Background: an optimization exercise with open tools, aiming at small area, a short achievable clock period and few clock cycles per item. Do not read the settings as production practice.
The RTL was checked by simulation tests, not by an equivalence proof against the original design.
Power and IR drop assume default switching activity.

## flow/design.v (module list and top-level ports; edited modules follow where they fit)
// module conv_pool: 1463 lines
module conv_pool (
	input  logic        clk,
	input  logic        rst_n,
	input  logic        enable,
	input  logic [7:0]  input_data,
	output logic        busy,
	input  logic        wb_cyc,
	input  logic        wb_stb,
	input  logic        wb_we,
	input  logic [3:0]  wb_adr,
	input  logic [7:0]  wb_dat_i,
	output logic        wb_ack,
	output logic [7:0]  wb_dat_o,
	output logic        res_wen,
	output logic [1:0]  res_addr,
	output logic [31:0] res_data,
	output logic [3:0]  res_bytemask,
	output logic        done
);
  // ...
==> flow/flow/run.sh <==
#!/bin/bash
# The standard layout, with timing repair aimed at a tighter setup margin
# than the 10 ns clock needs (the SDC and clock period are unchanged), and
# the smallest plain buffer on each port
bash standard.sh SETUP_SLACK_MARGIN=6.8 "BUFFER_PORTS_ARGS=-buffer_cell sky130_fd_sc_hd__buf_1" finish > standard.log 2>&1
==> flow/standard.sh <==
#!/bin/bash
# synth_recipe.tcl (not shown) runs the flow's synth.tcl, then flattens the netlist and writes it again
# the make line also repeats each setting of config.mk as NAME=value (left out here)
make -C /OpenROAD-flow-scripts/flow DESIGN_CONFIG=/design/flow/config.mk WORK_HOME=/design/flow/orfs CLKGATE_MAP_FILE= SYNTH_SCRIPT=/design/flow/synth_recipe.tcl "${@:-finish}"
==> flow/config.mk <==
export PLATFORM = sky130hd
export DESIGN_NAME = conv_pool
export DESIGN_NICKNAME = conv_pool
export VERILOG_FILES = /design/flow/design.v
export SDC_FILE = /design/flow/constraint.sdc
export NUM_CORES = 4
export LEC_CHECK = 0
export ABC_AREA = 1
export CAP_MARGIN = 20
export CORE_MARGIN = 2
export CORE_UTILIZATION = 40
export CTS_BUF_LIST = sky130_fd_sc_hd__clkbuf_8
export CTS_CLUSTER_DIAMETER = 50
export CTS_CLUSTER_SIZE = 18
export SLEW_MARGIN = 20
export TNS_END_PERCENT = 10
==> flow/constraint.sdc <==
create_clock -name core_clock -period 10.0 [get_ports {clk}]
set_input_delay 2.0000 -clock core_clock [delete_from_list [all_inputs] [get_ports {clk}]]
set_output_delay 2.0000 -clock core_clock [all_outputs]
set_load 0.01 [all_outputs]
==> impl_metrics.csv, run 1 <==
group,metric,value,unit
status,status,"finished clean",
placement,dp_hpwl,32400,um
power_and_ir_drop,p_leak,0.00899,uW
global_route,grt_max_degree,68,
routing,drt-total-wl,42700,um
synthesis,synthArstFlopShare,0,%
critical_path,reg2reg_from,"wenc[3][3]",
cells_and_area,nNonClkBuffers,96,
worst_hold_path,hold_depth,0,
synthesis,yosysSeqAreaShare,39.7,%
synthesis,synth_top_family_by_area,"adder cells",
critical_path,crit_required,10520,ps
placement,globalplace.congestion,0.895,
clock_tree,cts-buffers-inserted,38,
synthesis,synth_cell_types,48,
routing,highest-signal-layer,"met5",
floorplanning,dieHeight,214,um
cells_and_area,syn2layout_area_growth,11.1,%
cells_and_area,clkCellAreaFrac,4.52,%
critical_path,reg2reg_slack,6810,ps
cells_and_area,reg_top3,"sr: 128 flops, wenc: 54 flops, cm: 24 flops",
global_route,grt_util_met1,26.0,%
job,drv_cap,0,
cells_and_area,seqCellArea,0.00709,mm^2
global_route,overflow,0,
synthesis,yosysMostFrequentCell,"inv_1",
routing,drc,0,
placement,place_ws,6070,ps
synthesis,synth_compound_area_share,11.6,%
cells_and_area,inv_count,355,
cells_and_area,n_clock_buffer,42,
floorplanning,core,0.0439,mm^2
synthesis,synth_edf_count,24,
routing,initialDrtViolationCount,928,
cells_and_area,largest_class,"multi-input combinational cells",
global_route,met2_usage,30.3,%
cells_and_area,multiInputGateArea,0.00910,mm^2
critical_path,crit_top_cell,"fa_1",
synthesis,synth_top_cell_area_share,35.6,%
synthesis,avgSynthCellArea,9.60,um^2
cells_and_area,largest_register_ffs,128,
timing,slew_violations,0,
critical_path,crit_start,"wenc[3][3]",
Testbench counts, summed over its fixed seeds: cycles 4,416, images 64.
==> run 2, diff against run 1 <==
--- a/flow/config.mk
+++ b/flow/config.mk
@@ -13,4 +13,3 @@
 export CTS_CLUSTER_DIAMETER = 50
 export CTS_CLUSTER_SIZE = 18
 export SLEW_MARGIN = 20
-export TNS_END_PERCENT = 10
==> run 2 against run 1 <==
  * Design area increased by 0.41%
  * Sequential power about the same
  * Worst setup slack improved by 41 ps
  * Power increased by 0.67%
  * Sequential share of layout area about the same
==> impl_metrics.csv, run 2 <==
group,metric,value,unit
placement,globalplace.congestion,0.895,
global_route,overflow,0,
synthesis,yosysSeqAreaShare,39.7,%
synthesis,synth_flop_cell,"dfxtp_1",
timing,finalCritPeriodShare,31.4,%
cells_and_area,largest_register_ffs,128,
routing,drtAntennaViolNets,0,
clock_tree,htreeDepth,2,
timing,relSlewSlack,25.6,%
critical_path,arrival,1140,ps
timing,period_minus_slack,3140,ps
cells_and_area,layout_common_cells,"inv_1 (317), dfxtp_1 (276), xor2_1 (170), nand2_1 (167), fa_1 (156)",
critical_path,crit_path_end_kind,"output port",
routing,drc,0,
routing,drt-total-wl,42800,um
global_route,grt_max_degree,68,
clock_tree,clock_latency,630,ps
timing,rsz0062_at_grt,"yes",
critical_path,crit_family,"flip-flops",
critical_path,slowest_stage,"dfxtp_2",
timing,max_slew.worst_pin.slew,1110,ps
synthesis,syn-cell-area,0.0177,mm^2
timing,whs,318,ps
job,drv_cap,0,
global_route,grt_pass1_vias,12520,
timing,tns,0,ps
global_route,busiest_layer,"met2",
cells_and_area,nets,2156,
clock_tree,clock-sinks,339,
critical_path,slowest_delay,370,ps
placement,dp_hpwl,32400,um
timing,slew_violations,0,
clock_tree,cts_root_buf,"clkbuf_8",
synthesis,yosysMostFrequentCell,"inv_1",
cells_and_area,regMostFlops,"sr",
synthesis,yosys-top-cells-area,"dfxtp_1 (36%), fa_1 (18%), xor2_1 (8.6%)",
global_route,grt_util_met1,25.9,%
timing,fin_skew,39.0,ps
critical_path,crit_start,"out_q[2]",
timing,fmax,318,MHz
routing,dr_total_vias,12364,
timing,setup_viol,0,
critical_path,critical_path_depth,1,
power_and_ir_drop,vdd_drop_max,0.150,mV
critical_path,cp_max_fo,5,
global_route,grt_use_met3,2.91,%
power_and_ir_drop,power.density,183,mW/mm^2
routing,wl_per_cell,16.9,um
critical_path,r2r_end,"cs1_1_q[4]",
clock_tree,cts_hold_buf,0,
routing,vias_per_cell,4.88,
critical_path,worst_r2r_path_depth,7,
timing,fin_ws,6860,ps
synthesis,synthTopCellsByCount,"inv_1 (324), dfxtp_1 (315), xor2_1 (173)",
critical_path,endpoint,"res_data[18]",
synthesis,synth_edf_count,24,
cells_and_area,final_common_cell,"inv_1",
cells_and_area,fillers,4257,
clock_tree,cts-buffers-inserted,38,
global_route,met2_usage,30.4,%
cells_and_area,syn2layout_area_growth,11.6,%
floorplanning,die_w,214,um
floorplanning,dieArea,0.0460,mm^2
floorplanning,fp-row-count,77,
floorplanning,io_pins,76,
global_route,antenna_found_initial,1,
critical_path,crit_required,8000,ps
critical_path,crit_buf_inv,1,
synthesis,synth_top_cell_area_share,35.6,%
floorplanning,dieHeight,214,um
routing,dr.pass1.iters,5,
status,status,"finished clean",
global_route,grt_pass1_wl,68300,um
cells_and_area,layout-drive-gt1-share,12.7,%
global_route,grt_usage,18.8,%
critical_path,reg2reg_slack,6880,ps
placement,dp_cells,2436,
power_and_ir_drop,p_leak,0.00907,uW
synthesis,avgSynthCellArea,9.60,um^2
placement,io_buffers,67,
synthesis,yosys_warnings,4,
floorplanning,core,0.0439,mm^2
clock_tree,cts_tree,"yes",
synthesis,synthArstFlopShare,0,%
critical_path,reg2reg_from,"wenc[4][2]",
cells_and_area,fin_cells,2535,
clock_tree,path_clk_slew,110,ps
worst_hold_path,min_path_type,"register to register",
floorplanning,initial_core_util,40.3,%
synthesis,synth_cell_types,48,
synthesis,ys_seq_elements,339,
timing,final-hold-violation-count,0,
critical_path,critical_path.cell_chain,"buf_1",
routing,initialDrtViolationCount,1011,
cells_and_area,reg_top3,"sr: 128 flops, wenc: 54 flops, cm: 24 flops",
placement,place_ws,6070,ps
synthesis,synthCells,1846,
synthesis,yosys.area.top_type,"dfxtp_1",
clock_tree,clockBufferDepth,3,
critical_path,path_class,"register to output port",
critical_path,worst_setup_path_start_kind,"register",
power_and_ir_drop,p_total,3620,uW
[run 2: where the power goes]
part | switching [uW] | internal (uW)
Clock | 602 | 464
Combinational | 563 | 388
Sequential | 92.8 | 1510
Total | 1260 | 2360
[run 2: what timing repair did]
action                                 4_1_cts  5_1_grt
pin swaps                                    4       19
setup buffers                                5       23
endpoints found under the hold margin        0        0
setup endpoints to repair                  104       68
resized for setup                           71       86
[run 2: cell type report]
cell class	count	area (um^2)	share of cell area, %
repair buffers	97	514	2.60
clock buffers	42	578	2.92
multi-input cells	1083	9140	46.2
inverters	353	1370	6.92
diodes	1	2.50	0.0127
well taps	592	741	3.75
clock inverters	28	312	1.58
flip-flops and latches	339	7110	36.0
[run 2: worst min path at each step]
stage / start / to / slack [ps] / cells past startpoint
global placement: sr[10][0] / sr[11][0] / 310 / 0
finish: sr[11][1] / sr[12][1] / 320 / 0
CTS: sr[11][1] / sr[12][1] / 320 / 0
floorplan: cs1_0_q[13] / cs2_1_q[13] / 310 / 0
detailed placement: sr[12][1] / sr[13][1] / 310 / 0
global route: sr[12][7] / sr[13][7] / 330 / 0
[run 2: kinds of logic after synthesis]
group | share of synthesized area, %
buffers and inverters | 9.87
AO/OA/AOI/OAI | 11.6
flip-flops | 39.7
AND/OR/NAND/NOR | 7.73
adder cells (fa/ha/maj) | 22.1
XOR/XNOR | 8.90
other | 0.0212
multiplexers | 0.0565
[run 2: metal layers]
layer	part of all wire (%)	up-vias
li1	-	5985
met1	45	5932
met2	47	373
met3	5.4	72
met4	2.4	2
met5	0.044	-
[run 2: metrics by stage]
stage	util (%)	cell area (um^2)
floorplan	-	17700
global placement	41.7	18300
detailed placement	41.7	18300
CTS	44.1	19400
global route	45.0	19800
finish	45.0	19800
==> run 3, diff against run 2 <==
==> flow/flow/run.sh (replaced) <==
#!/bin/bash
# The standard layout, with timing repair aimed at a tighter setup margin
# than the 10 ns clock needs (the SDC and clock period are unchanged), and
# the smallest plain buffer on each port
bash standard.sh SETUP_SLACK_MARGIN=7.0 "BUFFER_PORTS_ARGS=-buffer_cell sky130_fd_sc_hd__buf_1" finish > standard.log 2>&1
==> run 3 against run 2 <==
  * Design area is 6.9% higher
  * Register-to-register slack better by 30 ps
  * Cell count grew 1.1%
  * Hold slack gained 1.7 ps
  * Sequential share of layout area is 1.9 points lower
  * Largest power group unchanged
  * Die area did not move
  * Critical path depth unchanged
==> impl_metrics.csv, run 3 <==
group,metric,value,unit
clock_tree,cts_tree,"yes",
routing,drtAntennaViolNets,0,
synthesis,synth_edf_count,24,
clock_tree,clock-sinks,339,
synthesis,synthTopCellsByCount,"inv_1 (324), dfxtp_1 (315), xor2_1 (173)",
cells_and_area,seqCellArea,0.00720,mm^2
critical_path,path_class,"register to output port",
synthesis,yosysMostFrequentCell,"inv_1",
timing,finalCritPeriodShare,31.3,%
placement,dp_cells,2436,
floorplanning,core,0.0439,mm^2
timing,setup_viol,0,
worst_hold_path,hp-start,"sr[3][1]",
critical_path,crit_path_end_kind,"output port",
timing,slew_violations,0,
cells_and_area,layout_common_cells,"inv_1 (305), dfxtp_1 (239), xor2_1 (160), nand2_1 (154), fa_1 (143)",
cells_and_area,final_common_cell,"inv_1",
placement,dpl-instance-area,0.0183,mm^2
critical_path,crit_buf_inv,1,
routing,wl_per_cell,17.4,um
routing,dr.pass1.iters,5,
routing,drc,0,
routing,drt-total-wl,44700,um
worst_hold_path,hold_depth,0,
critical_path,crit_required,8000,ps
floorplanning,die_w,214,um
timing,rsz0062_at_grt,"yes",
critical_path,reg2reg_slack,6910,ps
global_route,antenna_found_initial,1,
synthesis,synth_top_cell_area_share,35.6,%
critical_path,critical_path.cell_chain,"buf_6",
timing,tns,0,ps
power_and_ir_drop,vdd_drop_max,0.148,mV
global_route,grt_pass1_wl,69800,um
critical_path,r2r_end,"cs0_1_q[4]",
status,status,"finished clean",
synthesis,synthCells,1846,
clock_tree,cts_hold_buf,0,
clock_tree,clockBufferDepth,3,
cells_and_area,largest_register_ffs,128,
critical_path,critical_path_depth,1,
floorplanning,fp-row-count,77,
clock_tree,cts-buffers-inserted,37,
clock_tree,htreeDepth,2,
global_route,overflow,0,
clock_tree,path_clk_slew,110,ps
critical_path,worst_setup_path_start_kind,"register",
timing,final-hold-violation-count,0,
power_and_ir_drop,power.density,180,mW/mm^2
routing,initialDrtViolationCount,865,
floorplanning,dieArea,0.0460,mm^2
placement,io_buffers,67,
synthesis,synth_cell_types,48,
timing,relSlewSlack,22.5,%
global_route,grt_pass1_vias,12915,
synthesis,avgSynthCellArea,9.60,um^2
critical_path,arrival,1130,ps
critical_path,crit_family,"flip-flops",
critical_path,reg2reg_from,"wenc[0][0]",
cells_and_area,reg_top3,"sr: 128 flops, wenc: 54 flops, cm: 24 flops",
cells_and_area,syn2layout_area_growth,19.2,%
critical_path,worst_r2r_path_depth,9,
clock_tree,clock_latency,620,ps
job,drv_cap,0,
global_route,grt_usage,19.1,%
power_and_ir_drop,p_leak,0.00951,uW
cells_and_area,fin_cells,2562,
floorplanning,dieHeight,214,um
placement,dp_hpwl,32400,um
synthesis,ys_seq_elements,339,
synthesis,syn-cell-area,0.0177,mm^2
worst_hold_path,min_path_type,"register to register",
synthesis,synthArstFlopShare,0,%
timing,max_slew.worst_pin.slew,1160,ps
cells_and_area,regMostFlops,"sr",
global_route,grt_max_degree,68,
timing,fmax,320,MHz
synthesis,yosys.area.top_type,"dfxtp_1",
cells_and_area,antenna_cells,0,
clock_tree,cts_root_buf,"clkbuf_8",
cells_and_area,fillers,4088,
timing,fin_skew,27.4,ps
critical_path,cp_max_fo,5,
critical_path,slowest_stage,"dfxtp_4",
floorplanning,io_pins,76,
routing,vias_per_cell,4.99,
cells_and_area,final_cell_area,0.0211,mm^2
timing,period_minus_slack,3130,ps
cells_and_area,layout-drive-gt1-share,23.0,%
synthesis,synth_flop_cell,"dfxtp_1",
floorplanning,initial_core_util,40.3,%
synthesis,yosys_warnings,4,
routing,dr_total_vias,12773,
synthesis,yosysSeqAreaShare,39.7,%
synthesis,yosys-top-cells-area,"dfxtp_1 (36%), fa_1 (18%), xor2_1 (8.6%)",
critical_path,slowest_delay,400,ps
cells_and_area,nets,2185,
placement,globalplace.congestion,0.916,
power_and_ir_drop,p_total,3800,uW
cells_and_area,multiInputGateArea,0.00979,mm^2
worst_hold_path,min_to,"sr[4][1]",
## run 3: cell counts after synthesis
No cell type changed its count.
## run 3: how the worst max path moves through the flow
stage / from / end / slack (ps)
2_1_floorplan: wb_we / wenc[3][1] / 6990
3_3_place_gp: wb_cyc / wenc[5][1] / 6060
3_5_place_dp: wb_cyc / wenc[4][1] / 6000
4_1_cts: out_q[5] / res_data[21] / 6830
5_1_grt: out_q[5] / res_data[5] / 6800
6_report: out_q[1] / res_data[17] / 6870
## run 3: where the power goes
part	switching, uW	internal [uW]
clock network	592	483
logic	617	485
registers	109	1510
total	1320	2480
## run 3: cell families after synthesis
family          count (synthesis)  share of synthesized area [%]
simple gates                  320                           7.73
other cells                     1                         0.0212
flops                         339                           39.7
compound gates                360                           11.6
mux                             1                         0.0565
buf+inv                       427                           9.87
xor+xnor                      180                           8.90
fa+ha+maj                     218                           22.1
## run 3: repair_timing
action | 4_1_cts | 5_1_grt
setup endpoints to repair | 161 | 128
pin swaps | 37 | 70
resized for setup | 259 | 173
setup buffers | 30 | 28
## run 3: per-stage QoR
stage          worst slack [ps]  util [%]  hold slack [ps]
4_1_cts                    6830      46.1              328
6_report                   6870      48.1              319
3_3_place_gp               6060      41.7              311
5_1_grt                    6800      48.1              321
3_5_place_dp               6000      41.7              312
2_1_floorplan              6990         -              310
## run 3: routing by layer
metal / GRT usage [%] / share of wire [%] / vias to the layer above
li1: - / - / 6056
met1: 25.8 / 45 / 6261
met2: 31.4 / 47 / 366
met3: 3.09 / 5.3 / 88
met4: 6.20 / 2.8 / 2
met5: 0 / 0.018 / -
## run 3: area by class of cell
cell class                      instances  share of cell area [%]
Clock buffer                           38                    2.48
Sequential cell                       339                    34.1
Multi-Input combinational cell       1083                    46.3
Inverter                              353                    6.78
Clock inverter                         30                    1.76
Tap cell                              592                    3.51
Timing Repair Buffer                  127                    5.02
==> run 4, diff against run 3 <==
==> flow/flow/run.sh (replaced) <==
#!/bin/bash
# The standard layout, with timing repair aimed at a tighter setup margin
# than the 10 ns clock needs (the SDC and clock period are unchanged), and
# the smallest plain buffer on each port
bash standard.sh SETUP_SLACK_MARGIN=6.6 "BUFFER_PORTS_ARGS=-buffer_cell sky130_fd_sc_hd__buf_1" finish > standard.log 2>&1
==> run 4 against run 3 <==
  * Still clean on timing, DRC and antenna
  * Clock skew is 8.5 ps higher
  * Cell count is 1.8% lower
  * Critical path depth grew 8
  * Synthesized cell count unchanged
  * Design area fell by 8.3%
  * Die area is the same
  * Routed wire length shrank 6.3%
  * Largest cell class unchanged
  * Highest routed layer unchanged
==> impl_metrics.csv, run 4 <==
group,metric,value,unit
power_and_ir_drop,power_frac_comb,25.9,%
floorplanning,io_pins,76,
power_and_ir_drop,sw_frac_of_total,35.3,%
routing,drc,0,
synthesis,yosys-top-cells-area,"dfxtp_1 (36%), fa_1 (18%), xor2_1 (8.6%)",
synthesis,synth_flop_cell,"dfxtp_1",
timing,slew_violations,0,
routing,vias_per_cell,4.90,
status,status,"finished clean",
routing,initialDrtViolationCount,876,
timing,final-hold-violation-count,0,
critical_path,reg2reg_slack,6660,ps
cells_and_area,largest_register_ffs,128,
floorplanning,die_w,214,um
critical_path,endpoint,"cs0_1_q[4]",
synthesis,ys_seq_elements,339,
critical_path,crit_path_end_kind,"register",
cells_and_area,layout-drive-gt1-share,7.95,%
placement,dp_hpwl,32400,um
synthesis,yosysSeqAreaShare,39.7,%
cells_and_area,fillers,4305,
timing,tns,0,ps
critical_path,worst_setup_path_start_kind,"register",
job,drv_cap,0,
synthesis,yosys.area.top_type,"dfxtp_1",
timing,fmax,300,MHz
critical_path,path_class,"register to register",
synthesis,synthCells,1846,
clock_tree,clock_latency,630,ps
synthesis,synth_top_cell_area_share,35.6,%
power_and_ir_drop,p_clk_share,28.9,%
clock_tree,cts_tree,"yes",
placement,dp_cells,2436,
clock_tree,clock-sinks,339,
clock_tree,clockBufferDepth,3,
timing,fin_skew,35.9,ps
cells_and_area,fin_cells,2517,
critical_path,arrival,3860,ps
critical_path,r2r_end,"cs0_1_q[4]",
cells_and_area,nets,2140,
timing,setup_viol,0,
global_route,grt_pass1_vias,12485,
routing,wl_per_cell,16.6,um
power_and_ir_drop,power.density,182,mW/mm^2
placement,io_buffers,67,
routing,drtAntennaViolNets,0,
timing,period_minus_slack,3340,ps
synthesis,syn-cell-area,0.0177,mm^2
critical_path,cp_max_fo,9,
power_and_ir_drop,p_switching,1250,uW
floorplanning,fp-row-count,77,
power_and_ir_drop,p_int,2290,uW
clock_tree,htreeDepth,2,
timing,rsz0062_at_grt,"no",
floorplanning,dieArea,0.0460,mm^2
power_and_ir_drop,p_seq_share,45.2,%
critical_path,worst_r2r_path_depth,9,
synthesis,synthTopCellsByCount,"inv_1 (324), dfxtp_1 (315), xor2_1 (173)",
synthesis,synth_edf_count,24,
cells_and_area,final_common_cell,"inv_1",
floorplanning,dieHeight,214,um
cells_and_area,multiInputGateArea,0.00899,mm^2
timing,max_slew.worst_pin.slew,997,ps
global_route,overflow,0,
global_route,grt_pass1_wl,67400,um
cells_and_area,seqCellArea,0.00706,mm^2
worst_hold_path,min_path_type,"register to register",
routing,dr.pass1.iters,7,
timing,relSlewSlack,33.3,%
critical_path,crit_required,10520,ps
timing,finalCritPeriodShare,33.4,%
synthesis,yosys_warnings,4,
routing,drt-total-wl,41900,um
synthesis,yosysMostFrequentCell,"inv_1",
power_and_ir_drop,p_total,3530,uW
clock_tree,cts-buffers-inserted,37,
clock_tree,cts_root_buf,"clkbuf_8",
cells_and_area,regMostFlops,"sr",
critical_path,crit_start,"wenc[0][0]",
cells_and_area,syn2layout_area_growth,9.27,%
global_route,antenna_found_initial,2,
global_route,grt_max_degree,68,
floorplanning,core,0.0439,mm^2
global_route,grt_usage,18.5,%
cells_and_area,layout_common_cells,"inv_1 (325), dfxtp_1 (298), xor2_1 (173), nand2_1 (167), fa_1 (158)",
routing,dr_total_vias,12322,
floorplanning,initial_core_util,40.3,%
critical_path,reg2reg_from,"wenc[0][0]",
synthesis,avgSynthCellArea,9.60,um^2
synthesis,synthArstFlopShare,0,%
synthesis,synth_cell_types,48,
power_and_ir_drop,vdd_drop_max,0.130,mV
worst_hold_path,hold_depth,0,
placement,globalplace.congestion,0.901,
power_and_ir_drop,p_leak,0.00885,uW
clock_tree,path_clk_slew,110,ps
cells_and_area,reg_top3,"sr: 128 flops, wenc: 54 flops, cm: 24 flops",
run 4: worst min-delay path by stage:
stage | from | endpoint | slack [ps]
2_1_floorplan | cs1_0_q[13] | cs2_1_q[13] | 310
3_3_place_gp | sr[11][2] | sr[12][2] | 310
3_5_place_dp | sr[10][4] | sr[11][4] | 310
4_1_cts | sr[11][1] | sr[12][1] | 330
5_1_grt | sr[11][1] | sr[12][1] | 340
6_report | sr[11][1] | sr[12][1] | 320
run 4: metal layers:
layer	vias to the layer above	track usage, %	wire length, um
li1	5964	-	-
met5	-	0	13
met1	5978	25.3	19400
met3	74	3.50	2020
met2	304	29.9	19400
met4	2	5.69	1130
run 4: per-stage QoR:
step                      hold slack [ps]  setup WS [ps]  util, %  area [um^2]
after floorplan                       310           6760        -        17700
after global placement                311           6080     41.7        18300
after detailed placement              312           6080     41.7        18300
after CTS                             328           6580     43.6        19200
after global routing                  337           6600     44.1        19400
final                                 320           6660     44.1        19400
run 4: critical path, cell delays in order (launching register included):
cell and delay (ps):
dfxtp_1 380, clkinv_1 270, o22ai_1 300, xor2_1 210
fa_1 500, fa_1 510, inv_1 50, fa_1 490
inv_1 60, fa_1 460
run 4: power groups by stage:
| stage | logic, uW | registers, uW | clock network [uW] |
|---|---|---|---|
| 2_1_floorplan | 679 | 1600 | 0 |
| 3_3_place_gp | 867 | 1630 | 0 |
| 3_5_place_dp | 873 | 1630 | 0 |
| 4_1_cts | 879 | 1600 | 1050 |
| 5_1_grt | 1040 | 1610 | 1100 |
| 6_report | 914 | 1600 | 1020 |
run 4: area by class of cell:
class / count / area share (%)
Multi-Input combinational cell: 1083 / 46.4
Sequential cell: 339 / 36.5
Inverter: 353 / 7.03
Tap cell: 592 / 3.83
Clock buffer: 37 / 2.63
Timing Repair Buffer: 81 / 1.91
Clock inverter: 30 / 1.67
Timing Repair inverter: 1 / 0.0259
Antenna cell: 1 / 0.0129
run 4: cells by family after synthesis:
family | synth area share, %
AO/OA/AOI/OAI | 11.6
XOR/XNOR | 8.90
buffers and inverters | 9.87
adder cells (fa/ha/maj) | 22.1
other | 0.0212
multiplexers | 0.0565
AND/OR/NAND/NOR | 7.73
flip-flops | 39.7
run 4: repair_timing:
item / in CTS / in global routing
pin swaps: 0 / 4
setup buffers: 0 / 12
setup endpoints to repair: 33 / 50
gates resized for setup: 13 / 31
hold buffers: 0 / 0
gates cloned: 0 / 1

port drivers added, routing unchanged:
Ports are ideal in the flow. The routed layouts listed here were re-timed in OpenROAD.
Step 1 sets driving cells, clkbuf_16 on the clock port and buf_2 on the other inputs (assumed; they add their load-dependent delay and slew).
Step 2 adds t to the input delays and takes it off the output delays; t is the mean of the earliest and latest rising clock arrival at the registers after step 1. Input paths then give back, and output paths get back, about the clock's delay inside the block.
Slacks: no drivers / after step 1 / after step 2; pairs: no drivers / after step 1.
run | t, ns | slack for setup (ns) | latest minus earliest clock arrival (ns)
run 1 | 0.651 | 6.815 / 6.789 / 6.326 | 0.040 / 0.041
run 2 | 0.655 | 6.856 / 6.809 / 6.310 | 0.039 / 0.040
run 3 | 0.661 | 6.872 / 6.821 / 6.340 | 0.032 / 0.031
run 4 | 0.663 | 6.661 / 6.661 / 6.341 | 0.040 / 0.041
After both steps every run listed still meets setup and hold. For run 2, which loses most, drivers alone change the setup slack by -0.047 ns; drivers and shift together by -0.546 ns.
